Background: an optimization exercise with open tools, aiming at small area. Do not read the settings as production practice.
The RTL was checked by simulation tests, not by an equivalence proof against the original design.
Power and IR drop assume default switching activity. The clock port is modelled as an ideal driver; clocking choices that lean on that would not hold on a real chip.

## axi_lite_template
module axi_lite_template #(
  parameter int C_DATA_WIDTH = 32,
  parameter int C_ADDR_WIDTH = 32
) (
  input  logic                      clk,
  input  logic                      rst,
  input  logic [C_ADDR_WIDTH-1:0]   awaddr,
  input  logic [2:0]                awprot,
  input  logic                      awvalid,
  output logic                      awready,
  input  logic [C_DATA_WIDTH-1:0]   wdata,
  input  logic [C_DATA_WIDTH/8-1:0] wstrb,
  input  logic                      wvalid,
  output logic                      wready,
  output logic [1:0]                bresp,
  output logic                      bvalid,
  input  logic                      bready,
  input  logic [C_ADDR_WIDTH-1:0]   araddr,
  input  logic [2:0]                arprot,
  input  logic                      arvalid,
  output logic                      arready,
  output logic [C_DATA_WIDTH-1:0]   rdata,
  output logic [1:0]                rresp,
  output logic                      rvalid,
  input  logic                      rready
);
For scale: roughly 2600 cells after synthesis, roughly 1100 flip-flops.
clock: 5.0 ns
lec_check: 0
cap_margin: 20
core_margin: 2
core_utilization: 75
cts_cluster_diameter: 60
cts_cluster_size: 20
slew_margin: 20
synth_hierarchical: 1
standard.sh (not shown) runs the stock make flow with config.mk's settings and CLKGATE_MAP_FILE= SYNTH_SCRIPT=/design/flow/synth_recipe.tcl, a recipe that flattens the netlist after the stock synthesis.
==> flow/flow/run.sh <==
#!/bin/bash
# The standard layout (standard.sh, with its standard synthesis), changed in two ways:
# - the port buffers that global placement adds to every input and output are buf_1 cells
#   rather than the flow's default choice;
# - clock tree synthesis clusters up to 20 sinks within 60 um per clkbuf_8 leaf buffer and
#   adds no dummy loads.
# Each step's full output goes to a log file of its own in the folder this runs in; ORFS also
# keeps its per-step logs under orfs/logs/.
set -euo pipefail
export BUFFER_PORTS_ARGS="-buffer_cell sky130_fd_sc_hd__buf_1"
export CTS_ARGS="-sink_clustering_enable -repair_clock_nets -sink_clustering_size 20 -sink_clustering_max_diameter 60 -dont_use_dummy_load -sink_clustering_buffer sky130_fd_sc_hd__clkbuf_8"
bash standard.sh synth > flow_synth.log 2>&1
bash standard.sh floorplan > flow_floorplan.log 2>&1
bash standard.sh place > flow_place.log 2>&1
bash standard.sh cts > flow_cts.log 2>&1
bash standard.sh route > flow_route.log 2>&1
bash standard.sh finish > flow_finish.log 2>&1
test -s out/final.def
Change:
==> flow/flow/run.sh (replaced) <==
#!/bin/bash
# The standard layout (standard.sh, with its standard synthesis), changed in two ways:
# - the port buffers that global placement adds to every input and output are buf_1 cells
#   rather than the flow's default choice;
# - clock tree synthesis clusters 25 sinks within 80 um per leaf buffer (the same as the
#   CTS_CLUSTER_* settings) and adds no dummy loads.
# Each step's full output goes to a log file of its own in the folder this runs in; ORFS also
# keeps its per-step logs under orfs/logs/.
set -euo pipefail
export BUFFER_PORTS_ARGS="-buffer_cell sky130_fd_sc_hd__buf_1"
export CTS_ARGS="-sink_clustering_enable -repair_clock_nets -sink_clustering_size 25 -sink_clustering_max_diameter 80 -dont_use_dummy_load"
bash standard.sh synth > flow_synth.log 2>&1
bash standard.sh floorplan > flow_floorplan.log 2>&1
bash standard.sh place > flow_place.log 2>&1
bash standard.sh cts > flow_cts.log 2>&1
bash standard.sh route > flow_route.log 2>&1
bash standard.sh finish > flow_finish.log 2>&1
test -s out/final.def
CTS_CLUSTER_DIAMETER = 80   (was 60)
CTS_CLUSTER_SIZE = 25   (was 20)
The changed run went through all stages and came out clean; via count hardly moves; routed wire length goes up slightly; non-clock buffer count goes down by 1; total power goes up by a few percent; setup slack loses 200 ps.
Change:
==> flow/run.sh (new file) <==
#!/bin/bash
# synth_recipe.tcl (not shown) runs the flow's synth.tcl, then flattens the netlist and writes it again
# the make line also repeats each setting of config.mk as NAME=value (left out here)
make -C /OpenROAD-flow-scripts/flow DESIGN_CONFIG=/design/flow/config.mk WORK_HOME=/design/flow/orfs CLKGATE_MAP_FILE= SYNTH_SCRIPT=/design/flow/synth_recipe.tcl finish
CTS_CLUSTER_SIZE = 30   (was 25)
removed: flow/flow/run.sh
removed: flow/standard.sh
Outcome: Utilization increases by 2.3 points. Die area does not change. Cell count went up by 1.4%. Setup slack is better by 120 ps. Routed wire length is higher by 3.6%. Flip-flop and latch count does not change. Total power is about the same. Design area increases by 2.9%. Register-to-register slack gains 350 ps. Via count came out higher by 1.8%.
Change:
==> flow/flow/run.sh (new file) <==
#!/bin/bash
# The standard layout (standard.sh, with its standard synthesis), changed in two ways:
# - the port buffers that global placement adds to every input and output are buf_1 cells
#   rather than the flow's default choice;
# - clock tree synthesis clusters up to 30 sinks within 80 um per leaf buffer and
#   adds no dummy loads.
# Each step's full output goes to a log file of its own in the folder this runs in; ORFS also
# keeps its per-step logs under orfs/logs/.
set -euo pipefail
export BUFFER_PORTS_ARGS="-buffer_cell sky130_fd_sc_hd__buf_1"
export CTS_ARGS="-sink_clustering_enable -repair_clock_nets -sink_clustering_size 30 -sink_clustering_max_diameter 80 -dont_use_dummy_load"
bash standard.sh synth > flow_synth.log 2>&1
bash standard.sh floorplan > flow_floorplan.log 2>&1
bash standard.sh place > flow_place.log 2>&1
bash standard.sh cts > flow_cts.log 2>&1
bash standard.sh route > flow_route.log 2>&1
bash standard.sh finish > flow_finish.log 2>&1
test -s out/final.def
==> flow/standard.sh (new file) <==
#!/bin/bash
# synth_recipe.tcl (not shown) runs the flow's synth.tcl, then flattens the netlist and writes it again
# the make line also repeats each setting of config.mk as NAME=value (left out here)
make -C /OpenROAD-flow-scripts/flow DESIGN_CONFIG=/design/flow/config.mk WORK_HOME=/design/flow/orfs CLKGATE_MAP_FILE= SYNTH_SCRIPT=/design/flow/synth_recipe.tcl "${@:-finish}"
removed: flow/run.sh
Outcome:
- non-clock buffer count decreases by 27
- area after synthesis does not change
- cell area decreases by a few percent
- setup slack gains 110 ps
- die area is unchanged
- fmax increases by a few percent
- routed wire length decreases by a few percent
- utilization decreases by 2.7 points
- synthesized cell count does not change
- clock power decreases by a few percent
- count of clock-buffer cells in the layout decreases by 21

== old ==
Another version of the RTL of axi_lite_template (not shown whole).
For scale: roughly 2600 cells after synthesis, roughly 150 I/O pins, ~32000 µm² of cells after synthesis.
clock: 5.0 ns
lec_check: 0
cap_margin: 20
core_margin: 2
core_utilization: 75
cts_cluster_diameter: 80
cts_cluster_size: 25
slew_margin: 20
synth_hierarchical: 1
run.sh (not shown) runs the stock make flow with config.mk's settings and CLKGATE_MAP_FILE= SYNTH_SCRIPT=/design/flow/synth_recipe.tcl, a recipe that flattens the netlist after the stock synthesis.
Stock flow here: none of the scripts above is used.
old went all the way through the flow, and no timing, DRC or antenna check failed.
Here is what was changed in the inputs of new compared with old.
==> flow/flow/run.sh (new file) <==
#!/bin/bash
# The standard layout (standard.sh, with its standard synthesis), changed in two ways:
# - the port buffers that global placement adds to every input and output are buf_1 cells
#   rather than the flow's default choice;
# - clock tree synthesis clusters 25 sinks within 80 um per leaf buffer (the same as the
#   CTS_CLUSTER_* settings) and adds no dummy loads.
# Each step's full output goes to a log file of its own in the folder this runs in; ORFS also
# keeps its per-step logs under orfs/logs/.
set -euo pipefail
export BUFFER_PORTS_ARGS="-buffer_cell sky130_fd_sc_hd__buf_1"
export CTS_ARGS="-sink_clustering_enable -repair_clock_nets -sink_clustering_size 25 -sink_clustering_max_diameter 80 -dont_use_dummy_load"
bash standard.sh synth > flow_synth.log 2>&1
bash standard.sh floorplan > flow_floorplan.log 2>&1
bash standard.sh place > flow_place.log 2>&1
bash standard.sh cts > flow_cts.log 2>&1
bash standard.sh route > flow_route.log 2>&1
bash standard.sh finish > flow_finish.log 2>&1
test -s out/final.def
==> flow/standard.sh (new file) <==
#!/bin/bash
# synth_recipe.tcl (not shown) runs the flow's synth.tcl, then flattens the netlist and writes it again
# the make line also repeats each setting of config.mk as NAME=value (left out here)
make -C /OpenROAD-flow-scripts/flow DESIGN_CONFIG=/design/flow/config.mk WORK_HOME=/design/flow/orfs CLKGATE_MAP_FILE= SYNTH_SCRIPT=/design/flow/synth_recipe.tcl "${@:-finish}"
removed: flow/run.sh
Notes after the runs:
new against old: routed wire length per instance fell by 0.51 µm, power share of the clock group down 1.2 points, placed wire-length estimate after detailed placement now sits lower. Of new and old, it is new that has the lower global placement routability congestion. Per the comparison of new with old, combinational power share went down, clock skew rose 0.0053 ns. Compared with old, new improves wire length. ~same routed wire length on met2 in new and old. The higher final standard cell area without fillers came out of old. Comparing new and old, the higher worst setup slack is on new.

==> port drivers added, routing unchanged <==
The flow's constraints put no driver on any port. The routed layouts listed below were extracted and timed again, unchanged, in two steps. Step 1 assumes that a clkbuf_16 drives the clock port and a buf_2 every other input. Step 2, shift: input delay + t, output delay - t, t = (earliest + latest rising clock arrival at the registers) / 2. This alone moves slack from input paths to output paths. Slacks: ideal / step 1 / step 2; pairs: ideal / step 1.
run | shift t [ns] | setup slack, ns | worst slew at a driven data input, ns | cell pins on the clock port's net
the first run of note 1 | 0.659 | 0.779 / 0.823 / 0.164 | 0.04 | 1
the second run of note 1 | 0.688 | 0.576 / 0.613 / -0.075 | 0.04 | 1
the third run of note 1 | 0.682 | 0.700 / 0.740 / 0.058 | 0.05 | 1
the fourth run of note 1 | 0.674 | 0.806 / 0.848 / 0.174 | 0.04 | 1
old | 0.692 | 0.502 / 0.541 / -0.150 | 0.05 | 1
new | 0.681 | 0.641 / 0.675 / -0.006 | 0.05 | 1
Met with ideal ports but missed after step 2: setup timing in the second run of note 1, old and new. The setup slack of old, which loses most, moves by +0.039 ns with the drivers and by -0.652 ns with both steps.
